Source: an optimization exercise on an open RTL-to-GDS flow (aim: small area). Production flows keep margins and buffers that such runs may drop.
Only simulation tests tie the RTL to the original design; equivalence was not proved.
Power is estimated from default activity; no workload was simulated.

==> design.v <==
package tracker_pkg;
   typedef logic [9-1:0] hcount_t;
   typedef logic [8-1:0] vcount_t;
   typedef struct packed {
      logic [4:0] red;
      logic [5:0] green;
      logic [4:0] blue;
   } rgb565_t;
   typedef struct packed {
      logic [7:0] first;
      logic [7:0] second;
   } pixel_bytes_t;
   typedef union packed {
      rgb565_t      rgb;
      pixel_bytes_t bus;
   } camera_pixel_u;
endpackage
module trk_hit (input logic [7:0] hi, input logic [7:0] lo, output logic hit);
   logic n1, n2, n3, n4, n5, n6, n7, n8, n9, n10, n11, n12, n13, n14, n15, n16, n17, n18, n19, n20, n21, n22, n23, n24, n25, n26, n27, n28, n29, n30, n31, n32, n33, n34, n35, n36, n37, n38, n39, n40, n41, n42, n43, n44, n45, n46, n47, n48, n49, n50, n51;
   assign n1 = ~hi[3] ^ lo[5] ^ hi[1];
   assign n2 = (~hi[3] & lo[5]) | (hi[1] & (~hi[3] ^ lo[5]));
   assign n3 = ~hi[4] ^ lo[6] ^ hi[2];
   assign n4 = (~hi[4] & lo[6]) | (hi[2] & (~hi[4] ^ lo[6]));
   assign n5 = hi[5] ^ lo[5] ^ ~lo[7];
   assign n6 = (hi[5] & lo[5]) | (~lo[7] & (hi[5] ^ lo[5]));
   assign n7 = ~hi[3] ^ hi[6] ^ lo[6];
   assign n8 = (~hi[3] & hi[6]) | (lo[6] & (~hi[3] ^ hi[6]));
   assign n9 = ~hi[4] ^ hi[7] ^ lo[7];
   assign n10 = (~hi[4] & hi[7]) | (lo[7] & (~hi[4] ^ hi[7]));
   assign n11 = lo[0] ^ lo[3];
   assign n12 = lo[0] & lo[3];
   assign n13 = lo[1] ^ lo[4] ^ ~n3;
   assign n14 = (lo[1] & lo[4]) | (~n3 & (lo[1] ^ lo[4]));
   assign n15 = lo[2] ^ 1'b1 ^ n5;
   assign n16 = (lo[2] & 1'b1) | (n5 & (lo[2] ^ 1'b1));
   assign n17 = ~hi[0] ^ lo[3] ^ n7;
   assign n18 = (~hi[0] & lo[3]) | (n7 & (~hi[0] ^ lo[3]));
   assign n19 = ~hi[1] ^ lo[4] ^ n9;
   assign n20 = (~hi[1] & lo[4]) | (n9 & (~hi[1] ^ lo[4]));
   assign n21 = hi[5] ^ ~hi[0] ^ hi[2];
   assign n22 = (hi[5] & ~hi[0]) | (hi[2] & (hi[5] ^ ~hi[0]));
   assign n23 = 1'b1 ^ ~n1;
   assign n24 = 1'b1 & ~n1;
   assign n25 = ~n2 ^ n13 ^ n12;
   assign n26 = (~n2 & n13) | (n12 & (~n2 ^ n13));
   assign n27 = ~n4 ^ n15 ^ n14;
   assign n28 = (~n4 & n15) | (n14 & (~n4 ^ n15));
   assign n29 = n6 ^ n17 ^ n16;
   assign n30 = (n6 & n17) | (n16 & (n6 ^ n17));
   assign n31 = n8 ^ n19 ^ n18;
   assign n32 = (n8 & n19) | (n18 & (n8 ^ n19));
   assign n33 = n10 ^ ~n21 ^ n20;
   assign n34 = (n10 & ~n21) | (n20 & (n10 ^ ~n21));
   assign n35 = hi[6] ^ ~hi[1] ^ n22;
   assign n36 = (hi[6] & ~hi[1]) | (n22 & (hi[6] ^ ~hi[1]));
   assign n37 = ~hi[7] ^ hi[2];
   assign n38 = ~hi[7] & hi[2];
   assign n39 = ~lo[6] & lo[0];
   assign n40 = (~lo[7] & lo[1]) | (n39 & (~lo[7] ^ lo[1]));
   assign n41 = (~hi[0] & lo[2]) | (n40 & (~hi[0] ^ lo[2]));
   assign n42 = (n11 & n23) | (n41 & (n11 ^ n23));
   assign n43 = (n25 & n24) | (n42 & (n25 ^ n24));
   assign n44 = (n27 & n26) | (n43 & (n27 ^ n26));
   assign n45 = (n29 & n28) | (n44 & (n29 ^ n28));
   assign n46 = (n31 & n30) | (n45 & (n31 ^ n30));
   assign n47 = (n33 & n32) | (n46 & (n33 ^ n32));
   assign n48 = (~n35 & n34) | (n47 & (~n35 ^ n34));
   assign n49 = (n37 & ~n36) | (n48 & (n37 ^ ~n36));
   assign n50 = (1'b1 & n38) | (n49 & (1'b1 ^ n38));
   assign n51 = 1'b1 & n50;
   assign hit = ~(n51);
endmodule
module trk_rca #(parameter int W = 8) (
   input  logic [W-1:0] a,
   input  logic [W-1:0] b,
   input  logic         ci,
   output logic [W-1:0] s,
   output logic         co
);
   logic [W:0] c;
   always_comb begin
      c[0] = ci;
      for (int i = 0; i < W; i++) begin
         s[i]   = a[i] ^ b[i] ^ c[i];
         c[i+1] = (a[i] & b[i]) | (c[i] & (a[i] ^ b[i]));
      end
      co = c[W];
   end
endmodule
module trk_inc #(parameter int W = 8) (
   input  logic [W-1:0] a,
   input  logic         ci,
   output logic [W-1:0] s,
   output logic         co
);
   logic [W:0] c;
   always_comb begin
      c[0] = ci;
      for (int i = 0; i < W; i++) begin
         s[i]   = a[i] ^ c[i];
         c[i+1] = a[i] & c[i];
      end
      co = c[W];
   end
endmodule
module color_tracker_top (
   input  logic       clk_camera,
   input  logic       sys_rst_camera,
   input  logic [7:0] camera_d_i,
   input  logic       cam_pclk_i,
   input  logic       cam_hsync_i,
   input  logic       cam_vsync_i,
   output logic [8:0] centroid_x_o,
   output logic [7:0] centroid_y_o,
   output logic       centroid_valid_o,
   output logic       uart_txd_o
);
   wire rst = sys_rst_camera;
   logic [7:0] d0;
   logic       p0, p1, h0, h1, v0;
   logic       phase;
   logic [7:0] hi;
   logic [8:0] col;
   logic [7:0] row;
   logic       pix_d, hit_d;
   always_ff @(posedge clk_camera) begin
      d0 <= camera_d_i;
      p0 <= cam_pclk_i;
      p1 <= p0;
      h0 <= cam_hsync_i;
      h1 <= h0;
      v0 <= cam_vsync_i;
   end
   logic       e_phase;
   logic       rise, fall, take, pix;
   logic [8:0] col_inc;
   logic [7:0] row_inc;
   always_comb begin
      e_phase = phase & ~rst;
      rise    = p0 & ~(p1 & ~rst);
      fall    = ~h0 & h1 & ~rst;
      take    = ~v0 & ~fall & rise & h0;
      pix     = take & e_phase;
   end
   trk_inc #(9) u_colinc (.a(col), .ci(pix_d), .s(col_inc), .co());
   trk_inc #(8) u_rowinc (.a(row), .ci(1'b1), .s(row_inc), .co());
   always_ff @(posedge clk_camera) begin
      if (v0 || rst) begin
         col <= 9'd0;
      end else if (fall) begin
         col <= 9'd0;
      end else begin
         col <= col_inc;
      end
      if (v0 || rst) begin
         row <= 8'd0;
      end else if (fall) begin
         row <= row_inc;
      end
      phase <= ~v0 & ~fall & (e_phase ^ take);
      if (~e_phase) hi <= d0;
      pix_d <= pix;
   end
   logic cmp;
   trk_hit u_hit (.hi(hi), .lo(d0), .hit(cmp));
   always_ff @(posedge clk_camera) begin
      hit_d <= pix & cmp;
   end
   logic [24:0] sum_x;
   logic [23:0] sum_y;
   logic [15:0] count;
   logic [11:0] side_x;
   logic [10:0] side_y;
   logic [2:0]  side_n;
   logic [4:0]  cnt;
   logic        cx, cy;
   logic        busy, hold, merge, last, start;
   logic [8:0]  base_x, col_g, add_x;
   logic [7:0]  base_y, row_g, add_y;
   logic        co_x, co_y;
   logic [2:0]  ext_x, ext_y;
   logic [15:0] inc_x, inc_y, inc_n;
   logic [2:0]  inc_sn;
   always_comb begin
      busy  = (cnt >= 5'd2) && (cnt <= 5'd30);
      merge = (cnt == 5'd30);
      hold  = busy & ~merge;
      last  = pix_d && (col == 9'd319) && (row == 8'd179);
      start = last && ((count != 16'd0) || hit_d);
      col_g  = hit_d ? col : 9'd0;
      row_g  = hit_d ? row : 8'd0;
      base_x = busy ? side_x[8:0] : sum_x[8:0];
      base_y = busy ? side_y[7:0] : sum_y[7:0];
   end
   trk_rca #(9) u_addx (.a(base_x), .b(col_g), .ci(1'b0), .s(add_x), .co(co_x));
   trk_rca #(8) u_addy (.a(base_y), .b(row_g), .ci(1'b0), .s(add_y), .co(co_y));
   trk_inc #(3) u_extx (.a(side_x[11:9]), .ci(co_x), .s(ext_x), .co());
   trk_inc #(3) u_exty (.a(side_y[10:8]), .ci(co_y), .s(ext_y), .co());
   trk_inc #(16) u_incx (.a(sum_x[24:9]), .ci(cx), .s(inc_x), .co());
   trk_inc #(16) u_incy (.a(sum_y[23:8]), .ci(cy), .s(inc_y), .co());
   trk_inc #(16) u_incn (.a(count), .ci(hit_d & ~busy), .s(inc_n), .co());
   trk_inc #(3) u_incsn (.a(side_n), .ci(hit_d), .s(inc_sn), .co());
   logic       odd, xa, xb, ya, yb;
   logic       sgn_x, sgn_y, k, r7;
   logic       ls, hs, lco;
   logic [7:0] la, lb, lout;
   logic [8:0] ha, hb, hout;
   always_comb begin
      odd = cnt[0];
      xa  = (cnt >= 5'd3) && (cnt <= 5'd19) && odd;
      xb  = (cnt >= 5'd4) && (cnt <= 5'd20) && !odd;
      ya  = (cnt >= 5'd4) && (cnt <= 5'd18) && !odd;
      yb  = (cnt >= 5'd5) && (cnt <= 5'd19) && odd;
      la  = odd ? sum_x[15:8] : sum_y[14:7];
      ls  = odd ? ~sgn_x : ~sgn_y;
      lb  = count[7:0] ^ {8{ls}};
      ha  = odd ? {sum_y[23:16], r7} : {sum_x[24:17], r7};
      hs  = odd ? ~sgn_y : ~sgn_x;
      hb  = {1'b0, count[15:8]} ^ {9{hs}};
   end
   trk_rca #(8) u_dlo (.a(la), .b(lb), .ci(ls), .s(lout), .co(lco));
   trk_rca #(9) u_dhi (.a(ha), .b(hb), .ci(k), .s(hout), .co());
   always_ff @(posedge clk_camera) begin
      k  <= lco;
      r7 <= odd ? sum_x[16] : sum_y[15];
      if (xb) sgn_x <= hout[8];
      else if (!busy) sgn_x <= 1'b0;
      if (yb) sgn_y <= hout[8];
      else if (!busy) sgn_y <= 1'b0;
   end
   always_ff @(posedge clk_camera) begin
      if (rst) begin
         sum_x <= '0;
         sum_y <= '0;
         count <= '0;
         cx    <= 1'b0;
         cy    <= 1'b0;
         cnt   <= '0;
      end else begin
         cx <= ~busy & co_x;
         cy <= ~busy & co_y;
         if (xb) sum_x[8:0] <= {sum_x[7:0], ~hout[8]};
         else if (!hold) sum_x[8:0] <= add_x;
         if (yb) sum_y[7:0] <= {sum_y[6:0], ~hout[8]};
         else if (!hold) sum_y[7:0] <= add_y;
         if (merge) sum_x[16:9] <= {5'd0, ext_x};
         else if (xa) sum_x[16:9] <= lout;
         else sum_x[16:9] <= inc_x[7:0];
         if (merge) sum_x[24:17] <= 8'd0;
         else if (xb) sum_x[24:17] <= hout[7:0];
         else sum_x[24:17] <= inc_x[15:8];
         if (merge) sum_y[15:8] <= {5'd0, ext_y};
         else if (ya) sum_y[15:8] <= lout;
         else sum_y[15:8] <= inc_y[7:0];
         if (merge) sum_y[23:16] <= 8'd0;
         else if (yb) sum_y[23:16] <= hout[7:0];
         else sum_y[23:16] <= inc_y[15:8];
         if (merge) count <= {13'd0, inc_sn};
         else count <= inc_n;
         if (start) cnt <= 5'd2;
         else if (cnt != 5'd0) cnt <= cnt + 5'd1;
      end
   end
   always_ff @(posedge clk_camera) begin
      if (hold) begin
         side_x <= {ext_x, add_x};
         side_y <= {ext_y, add_y};
         side_n <= inc_sn;
      end else begin
         side_x <= '0;
         side_y <= '0;
         side_n <= '0;
      end
   end
   always_ff @(posedge clk_camera) begin
      if (rst) begin
         centroid_x_o <= '0;
         centroid_y_o <= '0;
      end else if (merge) begin
         centroid_x_o <= sum_x[8:0];
         centroid_y_o <= sum_y[7:0];
      end
   end
   assign centroid_valid_o = (cnt == 5'd31);
   logic [9:0]  baud;
   logic [15:0] rep;
   logic        baud_tick, report_tick;
   assign baud_tick   = (baud == 10'd639);
   assign report_tick = (rep == 16'd95);
   always_ff @(posedge clk_camera) begin
      if (rst || rep == 16'd46880) rep <= '0;
      else rep <= {rep[14:0], ~(rep[15] ^ rep[0] ^ rep[2] ^ rep[11])};
      if (rst) baud <= '0;
      else if (baud_tick) baud <= 10'd1;
      else baud <= {baud[8:0], ~(baud[9] ^ baud[2])};
   end
   logic [1:0] idx;
   logic [3:0] code;
   logic [8:0] x_q;
   logic [7:0] y_q;
   logic [7:0] tx_byte;
   logic       bitper;
   always_comb begin
      case (idx)
         2'd0:    tx_byte = {7'd0, x_q[8]};
         2'd1:    tx_byte = x_q[7:0];
         default: tx_byte = y_q;
      endcase
      bitper = (code == 4'd0) || (code >= 4'd6);
   end
   always_ff @(posedge clk_camera) begin
      if (rst) begin
         idx  <= 2'd3;
         code <= 4'd4;
      end else if (idx == 2'd3) begin
         if (report_tick) idx <= 2'd0;
      end else begin
         if (code == 4'd1) begin
            idx  <= idx + 2'd1;
            code <= 4'd4;
         end else if (!bitper || baud_tick) begin
            code <= code + 4'd1;
         end
      end
   end
   always_ff @(posedge clk_camera) begin
      if (idx == 2'd3 && report_tick) begin
         x_q <= centroid_x_o;
         y_q <= centroid_y_o;
      end
   end
   assign uart_txd_o = ~((idx != 2'd3) &&
                         ((code == 4'd7) || (code[3] && !tx_byte[code[2:0]])));
endmodule
==> flow/run.sh <==
#!/bin/bash
# Standard synthesis and layout, with two layout options changed:
#  - port buffers use the smallest buffer cell,
#  - the clock tree is built without dummy loads,

set -uo pipefail
bash standard.sh finish \
  "BUFFER_PORTS_ARGS=-buffer_cell sky130_fd_sc_hd__buf_1" \
  "CTS_ARGS=-sink_clustering_enable -repair_clock_nets -sink_clustering_size 10 -sink_clustering_max_diameter 70 -buf_list sky130_fd_sc_hd__clkbuf_4 -dont_use_dummy_load" \
  > standard.log 2>&1
==> standard.sh <==
#!/bin/bash
# synth_recipe.tcl (not shown) runs the flow's synth.tcl, then flattens the netlist and writes it again
# the make line also repeats each setting of config.mk as NAME=value (left out here)
make -C /OpenROAD-flow-scripts/flow DESIGN_CONFIG=/design/flow/config.mk WORK_HOME=/design/flow/orfs CLKGATE_MAP_FILE= SYNTH_SCRIPT=/design/flow/synth_recipe.tcl "${@:-finish}"
==> config.mk <==
export PLATFORM = sky130hd
export DESIGN_NAME = color_tracker_top
export DESIGN_NICKNAME = color_tracker_top
export VERILOG_FILES = /design/flow/design.v
export SDC_FILE = /design/flow/constraint.sdc
export NUM_CORES = 4
export LEC_CHECK = 0
export CAP_MARGIN = 20
export CORE_MARGIN = 2
export CORE_UTILIZATION = 65
export CTS_BUF_LIST = sky130_fd_sc_hd__clkbuf_4
export CTS_CLUSTER_DIAMETER = 70
export CTS_CLUSTER_SIZE = 10
export PLACE_DENSITY = 0.75
export SLEW_MARGIN = 20
==> constraint.sdc <==
create_clock -name core_clock -period 6.0 [get_ports {clk_camera}]
set_input_delay 1.2000 -clock core_clock [delete_from_list [all_inputs] [get_ports {clk_camera}]]
set_output_delay 1.2000 -clock core_clock [all_outputs]
set_load 0.01 [all_outputs]
==> metrics.md <==
| Metric | Value |
|---|---|
| Commonest non-fill, non-tap cell in the layout | dfxtp_1 |
| RSZ-0062 raised after global routing | no |
| Cell Rows | 45 |
| Hold Path Class | reg2reg |
| Final HPWL DP | 14.66 mm |
| Vias in the first global route | 6,607 |
| Setup CP Type | reg2reg |
| Gate Count Post-Synth | 952 |
| Pre-antenna DRT Iters | 5 |
| Top FF cell, synth | dfxtp_1 |
| FF-to-FF Start | cnt[1] |
| IO Port Bufs | 31 |
| Chip Width | 128.9 µm |
| Commonest non-fill, non-tap cells in the layout | dfxtp_1 (182), nand2_1 (88), ha_1 (88), nor2_1 (70), and2_1 (66) |
| Max-slew violations | 0 |
| Largest net degree at the start of global routing | 61 |
| Cell variety after synth | 64 |
| CTS Sinks | 209 |
| CTS tree | yes |
| First-pass GRT wire length | 32.49 mm |
| Synthesis-to-finish area growth | 3.802% |
| Area of the mapped netlist | 0.01014 mm² |
| Most used cell, CP | fa_1 |
| Critical Path Start | cnt[1] |
| Minimum clock period | 5.180 ns |
| Leakage | 4.638 nW |
| Vias per cell | 5.711 |
| CTS Hold Bufs | 0 |
| Syn. warnings | 7 |
| Die footprint | 0.01661 mm² |
| Post-Route WL | 19.43 mm |
| Maxcap violations | 0 |
| Placer Congestion | 0.8721 |
| Syn_nets | 1,098 |
| Max clock buf depth | 3 |
| VDD IR max | 0.0001856 V |
| Fillers | 1,179 |
| CTS Root Buffer Type | clkbuf_4 |
| DRC | 0 |
| Clk latency of the worst-skew pair | 0.67 ns |
| I/O pin count | 32 |
| Worst EP required | 6.54 ns |
| Share of layout cells above drive strength 1 | 0.07430 |
| Hold slack | 0.3583 ns |
| Critical path peak fanout | 20 |
| Reg clk slew, reported paths | 0.12 ns |
| TritonCTS buffer count | 24 |
| Setup TNS | 0 ns |
| Arr. time, crit path | 5.72 ns |
| Final net count | 1,117 |
| Register Area | 0.004454 mm² |
| PwrDens | 324.1 mW/mm² |
| Per-cell routed wire length | 16.78 µm |
| CP Launch Type | flop |
| Post-CTS Resized | 0 |
| Global-route usage over all layers | 0.2446 |
| Iter 0 DRT Violations | 318 |
| Final setup viols | 0 |
| Post-synthesis sequential area ratio | 0.4394 |
| Grt ovf | 0 |
| Initial core utilization | 0.6668 |
| Area occupied by multi-input gates | 0.005296 mm² |
| Vias | 6,613 |
| Initial antenna violation count | 1 |
| H-tree lvl count | 1 |
| Slew HR | 0.2869 |
| Final ANT Viol Nets | 0 |
| Average size of a mapped cell | 10.65 µm² |
| FF+latch count, synth | 209 |
| Post-synth EDFFs | 27 |
| Min-delay src | p0 |
| Asr flop ratio synth | 0 |
| Worst-Margin Slew | 1.068 ns |
| Crit path max-delay cell type | or4_4 |
| Die height | 128.9 µm |
| Max Clock Skew | 0.03594 ns |
| Fin crit share | 0.8633 |
| Run status | finished clean |
| CP peak stage delay | 0.61 ns |
| Crit-path cells | or4_4 -> o22ai_2 -> buf_4 -> mux2i_1 -> fa_1 -> fa_1 -> fa_1 -> inv_1 -> fa_1 -> fa_1 -> fa_1 -> inv_1 -> fa_1 -> fa_1 -> inv_1 -> ha_1 -> ha_1 -> xnor2_1 -> a21o_1 -> a21oi_1 |
| Max Fclk | 193.0 MHz |
| Core ar. | 0.01520 mm² |
| CP endpoint kind | flop |
| Post-CTS Setup Repair Bufs | 0 |
| Final Hold Vio Count | 0 |
## worst max-delay path, delay by kind of cell, from the launching register on
family | cells | cell delay (ns)
AO/OA/AOI/OAI | 3 | 0.43
XOR/XNOR | 1 | 0.13
adder cells (fa/ha/maj) | 10 | 2.81
buffers and inverters | 4 | 0.54
flip-flops | 1 | 0.40
multiplexers | 1 | 0.15
AND/OR/NAND/NOR | 1 | 0.61
## cell type report
type | count | share of cell area
timing repair buffer | 37 | 0.01546
antenna | 1 | 0.0002378
inverter | 51 | 0.01819
multi-input combinational | 648 | 0.5033
clock buffer | 24 | 0.01712
tap | 188 | 0.02235
sequential | 209 | 0.4233
## stage by stage
step / setup slack [ns] / cells / util / cell area, µm² / power, mW
2_1_floorplan: 1.017 / 952 / - / 10140 / 2.546
3_5_place_dp: 0.8289 / 1133 / 0.6795 / 10330 / 2.808
5_1_grt: 0.5042 / 1158 / 0.6922 / 10520 / 3.621
6_report: 0.8199 / 1158 / 0.6922 / 10520 / 3.411
3_3_place_gp: 0.9648 / 1133 / 0.6795 / 10330 / 2.746
4_1_cts: 0.8274 / 1157 / 0.6914 / 10510 / 3.423
## layer usage
metal  track usage  wire, µm  part of all wire
met2        0.3922      8965              0.46
met1        0.3494      9225              0.47
met5             0         0                 0
met3       0.03451       770             0.040
met4       0.07033       472             0.024
## synth_stat cells (all sizes together) (2+ instances only)
cell,count,area [µm²]
and3,2,12.51
o211ai,4,30.03
or3,3,18.77
fa,45,900.9
ha,88,1101
o21ai,9,48.80
nor3,16,80.08
nor3b,9,67.56
a21oi,49,245.2
nand3,7,35.03
buf,20,120.1
and2,66,412.9
nand4bb,2,22.52
mux2i,34,352.8
a221oi,3,26.28
mux2,24,270.3
xor2,20,175.2
nor2b,15,93.84
o22ai,9,62.56
o31ai,3,27.52
nand2b,8,50.05
nor4b,2,17.52
a311oi,3,26.28
a211o,4,35.03
a31oi,2,12.51
a211oi,8,60.06
a2111oi,3,70.06
clkbuf,24,90.09
dfxtp,182,3643
nand4,5,31.28
nand4b,2,17.52
o221a,2,22.52
inv,51,191.4
and3b,2,17.52
a31o,2,17.52
or4,2,18.77
edfxtp,27,810.8
nand2,89,341.6
nor2,70,262.8
xnor2,16,140.1
a21o,3,22.52
nor4,5,31.28
## flip-flops by register name (all words and copies together), names as in the netlist, 9 cells and up
name,cells
sum_y,24
x_q,9
side_y,11
baud,10
sum_x,25
side_x,12
col,9
centroid_x_o,9
count,16
rep,16
## final timing paths
check / to / slack [ns] / cells past startpoint
min reg2reg: p1 / 0.36 / 0
min: p1 / 0.36 / 0
max reg2reg: sum_x[11] / 0.82 / 20
max: sum_x[11] / 0.82 / 20
## power breakdown
part	internal (mW)	total (mW)	switching, mW
sequential	1.53	1.63	0.0965
clock	0.184	0.625	0.441
combinational	0.499	1.16	0.660
## cells by family (layout without fill, tap and decap cells)
family | after synthesis | count (layout) | synth area share
and+or+nand+nor | 310 | 310 | 0.1551
DFF | 209 | 209 | 0.4394
adders and majority gates | 133 | 133 | 0.1975
AOI/OAI and AO/OA | 111 | 111 | 0.07579
buffers and inverters | 95 | 112 | 0.03962
muxes | 58 | 58 | 0.06147
xor gates and xnor gates | 36 | 36 | 0.03110
other | 0 | 1 | 0

==> port drivers added, routing unchanged <==
The results above use ideal ports. As a check the final layout listed here was re-extracted and re-timed, cells and wires unchanged. Step 1 (the two cells are an assumption about what drives the block):
set clk [get_ports {clk_camera}]
set_driving_cell -lib_cell sky130_fd_sc_hd__clkbuf_16 $clk
set_driving_cell -lib_cell sky130_fd_sc_hd__buf_2 [delete_from_list [all_inputs] $clk]
Step 2 times the ports against the registers' clock, not the clock port: input delays grow and output delays shrink by t, the midpoint of the rising clock arrivals with the driver on. Three values: no drivers, after step 1, after step 2; two values: the first two.
t (ns): 0.687
slack for setup (ns): 0.820 / 0.820 / 0.820
worst register clock-pin slew, ns: 0.12 / 0.12
worst slew at a driven data input, ns: 0.03
After both steps setup and hold are still met in this run. The setup slack of this run moves by 0.000 ns with the drivers and by 0.000 ns with both steps.
